Source: an optimization exercise on an open RTL-to-GDS flow (aim: a short achievable clock period and few clock cycles). Production flows keep margins and buffers that such runs may drop.
In this exercise RTL edits were held to simulation tests only and were not proved equivalent to the original.
No activity file was given, so power comes from the tool's default toggle rates.

==> inputs of 09-05 <==
Design cpuCore, start of the top module:
module cpuCore (
    input  logic                     clk,
    input  logic                     rstn,
    input  logic                     memReady,
    input  logic [corePkg::xlen-1:0] memRdData,
    output logic                     memRdEn,
    output logic                     memWrEn,
    output logic [corePkg::xlen-1:0] memAddr,
    output logic [corePkg::xlen-1:0] memWrData,
    output logic                     memSize  
);
Settings: LEC_CHECK=0, CAP_MARGIN=40, CELL_PAD_IN_SITES_DETAIL_PLACEMENT=1, CELL_PAD_IN_SITES_GLOBAL_PLACEMENT=2, CORE_MARGIN=2, CORE_UTILIZATION=30, PLACE_DENSITY=0.42, SETUP_SLACK_MARGIN=5, SLEW_MARGIN=50, TNS_END_PERCENT=5; clock period 10.0 ns.
standard.sh (not shown) runs the stock make flow with config.mk's settings and CLKGATE_MAP_FILE= SYNTH_SCRIPT=/design/flow/synth_recipe.tcl, a recipe that flattens the netlist after the stock synthesis.
==> flow/flow/run.sh <==
#!/bin/bash
# The standard layout with a global routing setup of our own
# (flow/fastroute.tcl), stronger port buffers, and more rounds of antenna
# repair after detailed routing. The make log goes to flow_make.log; each ORFS
# step also keeps its own log under orfs/logs.
set -euo pipefail
bash standard.sh FASTROUTE_TCL="$(pwd)/flow/fastroute.tcl" \
    BUFFER_PORTS_ARGS="-buffer_cell sky130_fd_sc_hd__buf_8" \
    MAX_REPAIR_ANTENNAS_ITER_DRT=8 finish > flow_make.log 2>&1
==> flow/flow/fastroute.tcl <==
# Global routing capacity: leave more of met1 and met2 free for pin access and
# detailed routing, so that the global routes move up to met3 and met4
set_global_routing_layer_adjustment met1 0.5
set_global_routing_layer_adjustment met2 0.35
set_global_routing_layer_adjustment met3-met5 0.2
set_routing_layers -clock met3-met5
set_routing_layers -signal met1-met5
==> 08-22: changes against 09-05 <==
--- a/flow/design.v
+++ b/flow/design.v
@@ -41,18 +41,16 @@
     localparam int mqPtrW  = 2;
     localparam int iqDepth = 5;
     localparam int fwdM0 = 0;    
     localparam int fwdM1 = 1;    
     localparam int fwdW0 = 2;    
     localparam int fwdW1 = 3;    
     localparam int fwdRt = 4;    
     localparam int fwdRf = 5;    
-    localparam int fwdL0 = 6;    
-    localparam int fwdL1 = 7;    
 endpackage
 `default_nettype wire
 `timescale 1ns/1ps
 `default_nettype none
 module instDecoder (
     input  logic [corePkg::instW-1:0]    inst,
     output logic [corePkg::regAddrW-1:0] rs1,
     output logic [corePkg::regAddrW-1:0] rs2,
@@ -204,21 +202,20 @@
 `default_nettype wire
 `timescale 1ns/1ps
 `default_nettype none
 module execUnit (
     input  logic [corePkg::xlen-1:0] opA,
     input  logic [corePkg::xlen-1:0] opB,
     input  logic [1:0]               aluFn,
     input  logic                     aluSub,
-    output logic [corePkg::xlen-1:0] sum,        
-    output logic [corePkg::xlen-1:0] logicRes,   
+    output logic [corePkg::xlen-1:0] result,
     output logic                     equal
 );
-    logic [63:0] b;
+    logic [63:0] b, sum;
     assign b = opB ^ {64{aluSub}};
     logic [63:0] gen [0:6];
     logic [63:0] prop [0:6];
     always_comb begin
         gen[0]  = opA & b;
         prop[0] = opA ^ b;
         gen[0][0] = (opA[0] & b[0]) | ((opA[0] ^ b[0]) & aluSub);
         for (int l = 0; l < 6; l++) begin
@@ -228,24 +225,26 @@
                 if (((i >> l) & 1) == 1) begin
                     gen[l+1][i]  = gen[l][i] | (prop[l][i] & gen[l][((i >> l) << l) - 1]);
                     prop[l+1][i] = prop[l][i] & prop[l][((i >> l) << l) - 1];
                 end
             end
         end
     end
     assign sum = (opA ^ b) ^ {gen[6][62:0], aluSub};
+    logic [63:0] logicRes;
     always_comb begin
         case (aluFn)
             2'd1:    logicRes = opA ^ opB;
             2'd2:    logicRes = opA | opB;
             2'd3:    logicRes = opA & opB;
             default: logicRes = '0;
         endcase
     end
+    assign result = ({64{aluFn == 2'd0}} & sum) | logicRes;
     assign equal = ~|(opA ^ opB);
 endmodule
 module prefixAdd #(
     parameter int W = 62
 ) (
     input  logic [W-1:0] a,
     input  logic [W-1:0] b,
     output logic [W-1:0] sum
@@ -278,17 +277,16 @@
     input  logic                       memReady,
     input  logic [corePkg::xlen-1:0]   memRdData,
     output logic                       memRdEn,
     output logic                       memWrEn,
     output logic [corePkg::xlen-1:0]   memAddr,
     output logic [corePkg::xlen-1:0]   memWrData,
     output logic                       memSize,
     input  logic                       enq,
-    input  logic                       enqAny,        
     input  logic                       enqStore,
     input  logic [corePkg::xlen-1:0]   enqAddr,
     input  logic [corePkg::xlen-1:0]   enqData,
     input  logic [4:0]                 enqRd,
     input  logic                       enqFill,
     input  logic [corePkg::dcWayW-1:0] enqWay,
     output logic                       mqFull,
     input  logic                       fetchWant,
@@ -324,17 +322,17 @@
     logic dataAvail, dataStore;
     logic [W:0] countInc, countDec;
     assign countInc  = count + 1'b1;
     assign countDec  = count - 1'b1;
     assign busy      = memRdEn || memWrEn;
     assign canIssue  = !busy || memReady;
     assign headValid = count != '0;
     assign mqFull    = count == (W+1)'(D);
-    assign dataAvail  = headValid || enqAny;
+    assign dataAvail  = headValid || enq;
     assign dataStore  = headValid ? qStore[head] : enqStore;
     assign pickFetch  = fetchWant && (!dataAvail || (fetchDemand && dataStore && !mqFull));
     assign pickQueue  = headValid && !pickFetch;
     assign pickBypass = !headValid && enq && !pickFetch;
     assign pop         = canIssue && pickQueue;
     assign bypass      = canIssue && pickBypass;
     assign fetchIssued = canIssue && pickFetch;
     assign fetchBusy     = busy && reqFetch;
@@ -363,20 +361,20 @@
             if (enq && !bypass && !pop) count <= countInc;
             else if (pop && !(enq && !bypass)) count <= countDec;
         end
     end
     always_ff @(posedge clk) begin
         if (canIssue) begin
             if (pickFetch) begin
                 memAddr <= {fetchLine, 3'b000};
-            end else if (headValid) begin
-                memAddr <= qAddr[head];
-            end else begin
+            end else if (pickBypass) begin
                 memAddr <= enqAddr;
+            end else begin
+                memAddr <= qAddr[head];
             end
             memWrData <= headValid ? qData[head] : enqData;
             reqRd     <= headValid ? qRd[head] : enqRd;
             reqFill   <= headValid ? qFill[head] : enqFill;
             reqWay    <= headValid ? qWay[head] : enqWay;
         end
         if (enq) begin
             qStore[tail] <= enqStore;
@@ -623,27 +621,26 @@
     logic [1:0]  eVr, eV, eAlu, eLd, eSt, eBr, eBne, ePredT, eSub, eR1, eRB, eRSd, eBHit;
     logic [1:0][1:0] eAluFn;
     logic [1:0][4:0] eRs1;
     logic [1:0][4:0] eRs2;
     logic [1:0][4:0] eRd;
     logic [1:0][63:0] eA;
     logic [1:0][63:0] eB;
     logic [1:0][63:0] eSd;
-    logic [1:0][7:0] eSelA;
-    logic [1:0][7:0] eSelB;
-    logic [1:0][7:0] eSelSd;
+    logic [1:0][5:0] eSelA;
+    logic [1:0][5:0] eSelB;
+    logic [1:0][5:0] eSelSd;
     logic [1:0][63:2] eAlt;
     logic [1:0][1:0] eBCtr;
     logic [1:0][BI+BT+1:2] ePcLo;
     logic [1:0][13:2] eTgtLo;
     logic [1:0]  mV, mAlu, mLd;
     logic [1:0][4:0] mRd;
-    logic [1:0][63:0] mRes, mLog;
-    logic [1:0]       mIsLog;
+    logic [1:0][63:0] mRes;
     logic        mMemV, mMemLd, mMemSt, mMemSlot;
     logic [4:0]  mMemRd;
     logic [63:0] mSd, mAddr;
     logic [1:0]  wWr;
     logic [1:0][4:0] wRd;
     logic [1:0][63:0] wRes;
     logic          retValid, retFill;
     logic [4:0]    retRd;
@@ -688,63 +685,44 @@
     assign dRedirTarget = dRedir0 ? dRedirTgt[0] : dRedirTgt[1];
     assign iss0 = dV[0] && eAdv && !dLuse[0];
     assign iss1 = iss0 && dV[1] && !dLuse[1] && !dDep && !(dMem[0] && dMem[1]) &&
                   !(dIsBranch[0] && dIsBranch[1]);
     logic [1:0]  retHit1, retHit2, retHitD, eq, taken, wait_, mis;
     logic [1:0][63:0] opA;
     logic [1:0][63:0] opB;
     logic [1:0][63:0] opSd;
-    logic [1:0][63:0] alu, aluLog;
+    logic [1:0][63:0] alu;
     logic        eStall, mStall, eRedirect, eMispredict, mqFull;
     logic [63:2] eMisTarget;
     logic [63:2] eRedirTarget;
-    function automatic logic [63:0] operand(input logic [7:0] sel,
+    function automatic logic [63:0] operand(input logic [5:0] sel,
                                             input logic [63:0] regVal, input logic [63:0] ret,
                                             input logic [63:0] m0, input logic [63:0] m1,
-                                            input logic [63:0] l0, input logic [63:0] l1,
                                             input logic [63:0] w0, input logic [63:0] w1);
         operand = ({64{sel[corePkg::fwdM0]}} & m0) | ({64{sel[corePkg::fwdM1]}} & m1) |
-                  ({64{sel[corePkg::fwdL0]}} & l0) | ({64{sel[corePkg::fwdL1]}} & l1) |
                   ({64{sel[corePkg::fwdW0]}} & w0) | ({64{sel[corePkg::fwdW1]}} & w1) |
                   ({64{sel[corePkg::fwdRt]}} & ret) | ({64{sel[corePkg::fwdRf]}} & regVal);
     endfunction
-    logic [1:0] eIsLog;
-    assign eIsLog = {eAluFn[1] != 2'd0, eAluFn[0] != 2'd0};
-    function automatic logic [7:0] nextSel(input logic reads, input logic [4:0] rs,
+    function automatic logic [5:0] nextSel(input logic reads, input logic [4:0] rs,
                                            input logic [3:0] fwd);
         logic ret;
-        logic [7:0] s;
         ret = reads && nextRetValid && nextRetRd == rs;
-        s = '0;
-        if (ret) s[corePkg::fwdRt] = 1'b1;
-        else if (fwd == 4'b0000) s[corePkg::fwdRf] = 1'b1;
-        else begin
-            s[corePkg::fwdM0] = fwd[corePkg::fwdM0] && !eIsLog[0];
-            s[corePkg::fwdL0] = fwd[corePkg::fwdM0] && eIsLog[0];
-            s[corePkg::fwdM1] = fwd[corePkg::fwdM1] && !eIsLog[1];
-            s[corePkg::fwdL1] = fwd[corePkg::fwdM1] && eIsLog[1];
-            s[corePkg::fwdW0] = fwd[corePkg::fwdW0];
-            s[corePkg::fwdW1] = fwd[corePkg::fwdW1];
-        end
-        nextSel = s;
+        nextSel = ret ? 6'b010000 : (fwd == 4'b0000) ? 6'b100000 : {2'b00, fwd};
     endfunction
     for (genvar k = 0; k < 2; k++) begin : g_ex
         assign retHit1[k] = retValid && eRm1[k];
         assign retHit2[k] = retValid && eRm2[k];
         assign retHitD[k] = retValid && eRmD[k];
-        assign opA[k] = operand(eSelA[k], eA[k], retData, mRes[0], mRes[1], mLog[0], mLog[1],
-                                 wRes[0], wRes[1]);
-        assign opB[k] = operand(eSelB[k], eB[k], retData, mRes[0], mRes[1], mLog[0], mLog[1],
-                                 wRes[0], wRes[1]);
-        assign opSd[k] = operand(eSelSd[k], eSd[k], retData, mRes[0], mRes[1], mLog[0], mLog[1],
-                                 wRes[0], wRes[1]);
+        assign opA[k]  = operand(eSelA[k], eA[k], retData, mRes[0], mRes[1], wRes[0], wRes[1]);
+        assign opB[k]  = operand(eSelB[k], eB[k], retData, mRes[0], mRes[1], wRes[0], wRes[1]);
+        assign opSd[k] = operand(eSelSd[k], eSd[k], retData, mRes[0], mRes[1], wRes[0], wRes[1]);
         execUnit u_execUnit (
             .opA(opA[k]), .opB(opB[k]), .aluFn(eAluFn[k]), .aluSub(eSub[k]),
-            .sum(alu[k]), .logicRes(aluLog[k]), .equal(eq[k])
+            .result(alu[k]), .equal(eq[k])
         );
         assign taken[k] = eBne[k] ? !eq[k] : eq[k];
         assign wait_[k] = eV[k] && (
                           (eR1[k] && pending[eRs1[k]] && !retHit1[k]) ||
                           ((eRB[k] || eRSd[k]) && pending[eRs2[k]] && !retHit2[k]) ||
                           ((eAlu[k] || eLd[k]) && pending[eRd[k]] && !retHitD[k]));
         assign mis[k] = eV[k] && eBr[k] && (taken[k] != ePredT[k]);
     end
@@ -843,53 +821,39 @@
             if (dcHitVec[i] && dcV[i]) dcRdData = dcRdData | dcData[i];
         end
     end
     assign dcHitValid = |(dcHitVec & dcV);
     assign dcHitPend  = |(dcHitVec & dcP);
     assign dcHitAny   = |dcHitVec;
     assign mGo = !mStall;
     assign enq = mGo && mMemV && (mMemSt || (mMemLd && !dcHitValid));
-    logic [NW-1:0] dcAlias, dcVn, dcPn;
-    always_comb begin
-        for (int i = 0; i < NW; i++) begin
-            dcAlias[i] = (dcV[i] || dcP[i]) && !dcHitVec[i] && dcTag[i][8:3] == mAddr[8:3];
-        end
-        dcVn = dcV;
-        dcPn = dcP;
-        if (retValid && retFill && dcP[retWay]) begin
-            dcVn[retWay] = 1'b1;
-            dcPn[retWay] = 1'b0;
-        end
-        if (mGo && mMemV && mMemSt) begin
-            dcVn = dcVn & ~dcAlias;
-            dcPn = dcPn & ~dcAlias;
-            if (dcHitAny) begin
-                dcVn = dcVn | dcHitVec;
-                dcPn = dcPn & ~dcHitVec;
-            end else begin
-                dcVn[dcPtr] = 1'b1;
-                dcPn[dcPtr] = 1'b0;
-            end
-        end else if (mGo && mMemV && mMemLd && !dcHitValid && !dcHitPend) begin
-            dcVn[dcPtr] = 1'b0;
-            dcPn[dcPtr] = 1'b1;
-        end
-    end
     always_ff @(posedge clk or negedge rstn) begin
         if (!rstn) begin
             dcV   <= '0;
             dcP   <= '0;
             dcPtr <= '0;
         end else begin
-            dcV <= dcVn;
-            dcP <= dcPn;
-            if (mGo && mMemV && ((mMemSt && !dcHitAny) ||
-                                 (mMemLd && !dcHitValid && !dcHitPend))) begin
-                dcPtr <= dcPtr + 1'b1;
+            if (retValid && retFill && dcP[retWay]) begin
+                dcV[retWay] <= 1'b1;
+                dcP[retWay] <= 1'b0;
+            end
+            if (mGo && mMemV && mMemSt) begin
+                if (dcHitAny) begin
+                    dcV <= dcV | dcHitVec;
+                    dcP <= dcP & ~dcHitVec;
+                end else begin
+                    dcV[dcPtr] <= 1'b1;
+                    dcP[dcPtr] <= 1'b0;
+                    dcPtr      <= dcPtr + 1'b1;
+                end
+            end else if (mGo && mMemV && mMemLd && !dcHitValid && !dcHitPend) begin
+                dcV[dcPtr] <= 1'b0;
+                dcP[dcPtr] <= 1'b1;
+                dcPtr      <= dcPtr + 1'b1;
             end
         end
     end
     always_ff @(posedge clk) begin
         if (retValid && retFill && dcP[retWay]) begin
             dcData[retWay] <= retData;
         end
         for (int i = 0; i < NW; i++) begin
@@ -904,38 +868,32 @@
     end
     logic        fetchWant, fetchDemand, fetchIssued, fetchBusy, icFill;
     logic [63:3] fetchBusyLine;
     logic [63:3] pfLine;
     memArbiter u_memArbiter (
         .clk(clk), .rstn(rstn), .memReady(memReady), .memRdData(memRdData),
         .memRdEn(memRdEn), .memWrEn(memWrEn), .memAddr(memAddr),
         .memWrData(memWrData), .memSize(memSize),
-        .enq(enq), .enqAny(mGo && mMemV), .enqStore(mMemSt), .enqAddr(mAddr), .enqData(mSd), .enqRd(mMemRd),
+        .enq(enq), .enqStore(mMemSt), .enqAddr(mAddr), .enqData(mSd), .enqRd(mMemRd),
         .enqFill(!dcHitPend), .enqWay(dcPtr), .mqFull(mqFull),
         .fetchWant(fetchWant), .fetchDemand(fetchDemand), .fetchLine(pfReqLine),
         .fetchIssued(fetchIssued), .fetchBusy(fetchBusy), .fetchBusyLine(fetchBusyLine),
         .icFill(icFill),
         .retValid(retValid), .retRd(retRd), .retData(retData), .retFill(retFill), .retWay(retWay),
         .nextRetRd(nextRetRd), .nextRetValid(nextRetValid)
     );
     logic [IW-1:0] pfIdx;
     logic          pfPresent, pfInflight, pfInWin, pcInflight, pfSkip, pfTake;
     logic [7:0]    pfDist;
     logic          pfReq;           
     logic [63:3]   pfReqLine;
     assign pfIdx      = pfLine[IW+2:3];
-    logic [ICE-1:0] pfOH, pfTagM;
-    always_comb begin
-        for (int i = 0; i < ICE; i++) begin
-            pfOH[i]   = pfIdx == IW'(i);
-            pfTagM[i] = icTag[i] == pfLine[THI:TLO];
-        end
-    end
-    assign pfPresent  = |(pfOH & icValid & pfTagM) && icRegion == pfLine[63:THI+1];
+    assign pfPresent  = icValid[pfIdx] && icTag[pfIdx] == pfLine[THI:TLO] &&
+                        icRegion == pfLine[63:THI+1];
     assign pfInflight = fetchBusy && fetchBusyLine == pfLine;
     assign pcInflight = fetchBusy && fetchBusyLine == pc[63:3];
     assign pfDist     = pfLine[10:3] - pc[10:3];
     assign pfInWin    = pfDist < 8'(corePkg::icPfWin);
     logic pfPresQ, pfMoved;
     assign pfSkip     = !pfMoved && pfInWin && (pfPresQ || pfInflight);
     assign pfTake     = !pfMoved && pfInWin && !pfPresQ && !pfInflight && (!pfReq || fetchIssued);
     assign fetchWant  = pfReq;
@@ -1166,22 +1124,20 @@
                 eSelA[k]  <= nextSel(eR1[k], eRs1[k], 4'b0000);
                 eSelB[k]  <= nextSel(eRB[k], eRs2[k], 4'b0000);
                 eSelSd[k] <= nextSel(eRSd[k], eRs2[k], 4'b0000);
             end
             if (!mStall) begin
                 mAlu[k] <= eAlu[k];
                 mLd[k]  <= eLd[k];
                 mRd[k]  <= eRd[k];
-                mRes[k]   <= alu[k];
-                mLog[k]   <= aluLog[k];
-                mIsLog[k] <= eIsLog[k];
+                mRes[k] <= alu[k];
             end
             wRd[k]  <= mRd[k];
-            wRes[k] <= mLd[k] ? dcRdData : mIsLog[k] ? mLog[k] : mRes[k];
+            wRes[k] <= mLd[k] ? dcRdData : mRes[k];
         end
         if (!mStall) begin
             mMemLd   <= memSlotE ? eLd[1] : eLd[0];
             mMemSt   <= memSlotE ? eSt[1] : eSt[0];
             mMemRd   <= memSlotE ? eRd[1] : eRd[0];
             mMemSlot <= memSlotE;
             mSd      <= memSlotE ? opSd[1] : opSd[0];
         end
==> flow/flow/run.sh (replaced) <==
#!/bin/bash
# The standard layout with a global routing setup of our own
# (flow/fastroute.tcl). The make log goes to flow_make.log; each ORFS step also
# keeps its own log under orfs/logs.
set -euo pipefail
bash standard.sh FASTROUTE_TCL="$(pwd)/flow/fastroute.tcl" finish > flow_make.log 2>&1
==> flow/config.mk (replaced) <==
export PLATFORM = sky130hd
export DESIGN_NAME = cpuCore
export DESIGN_NICKNAME = cpuCore
export VERILOG_FILES = /design/flow/design.v
export SDC_FILE = /design/flow/constraint.sdc
export NUM_CORES = 8
export LEC_CHECK = 0
export CAP_MARGIN = 20
export CELL_PAD_IN_SITES_DETAIL_PLACEMENT = 1
export CELL_PAD_IN_SITES_GLOBAL_PLACEMENT = 2
export CORE_MARGIN = 2
export CORE_UTILIZATION = 25
export PLACE_DENSITY = 0.35
export SETUP_SLACK_MARGIN = 5
export SLEW_MARGIN = 20
export TNS_END_PERCENT = 5
==> results.txt <==
                                                                                          08-22                    09-05
Max-Slew Margin vs Limit                                                                 -6.07%                    15.2%
Internal portion of total power                                                         87.8 mW                  88.6 mW
Clock Network Area Fraction                                                               6.69%                    6.35%
Clock buffer cells                                                                         2011                     1945
Placer congestion estimate                                                                 1.01                     1.04
Number of cells in the design after placement                                             77900                    75100
Total leakage power                                                                      243 nW                   249 nW
Fraction of power consumed by combinational cells                                          7.4%                     8.4%
Finished Cell Area                                                                 724000 sq um             752000 sq um
Buffers excl. clock                                                                        4806                     5633
Count of placed standard cells in the final layout, fillers left out                      85000                    82000
Diodes inserted                                                                            2288                     1952
Power share of the sequential group                                                       46.1%                    46.3%
P per Cell Area                                                                     165 nW/um^2              162 nW/um^2
Die Outline Area                                                                  2350000 sq um            2000000 sq um
Horiz. Die Dim                                                                          1.53 mm                  1.41 mm
P&R area growth vs syn                                                                    23.9%                    26.2%
Clock Skew                                                                             0.197 ns                 0.211 ns
Number of clock sinks seen by CTS                                                         11600                    11800
Run status                                                                      failed layout checks  complete, no violations
Reasons for failing layout checks                                     antenna rules, slew limit                        -
Final Core Density                                                                        31.0%                    38.0%
Testbench counts of 09-05, summed over its fixed seeds: cycles 28,725.
Testbench counts of 08-22, summed over its fixed seeds: cycles 28,637.

-- port drivers added, routing unchanged --
The flow's constraints put no driver on any port. The routed layouts listed below were extracted and timed again, unchanged, in two steps.
Step 1, drivers: a clkbuf_16 drives clk and a buf_2 each remaining input, both assumed.
Step 2 adds t to the input delays and takes it off the output delays; t is the mean of the earliest and latest rising clock arrival at the registers after step 1. Input paths then give back, and output paths get back, about the clock's delay inside the block.
a / b / c = ideal / step 1 / step 2; a / b = the first two.
run | shift t [ns] | slack for setup (ns) | slew at the worst register clock pin (ns)
09-05 | 1.833 | 4.213 / 4.213 / 4.127 | 0.08 / 0.08
08-22 | 1.787 | 4.252 / 4.252 / 3.225 | 0.07 / 0.07
The setup slack of 08-22, which loses most, moves by 0.000 ns with the drivers and by -1.027 ns with both steps.
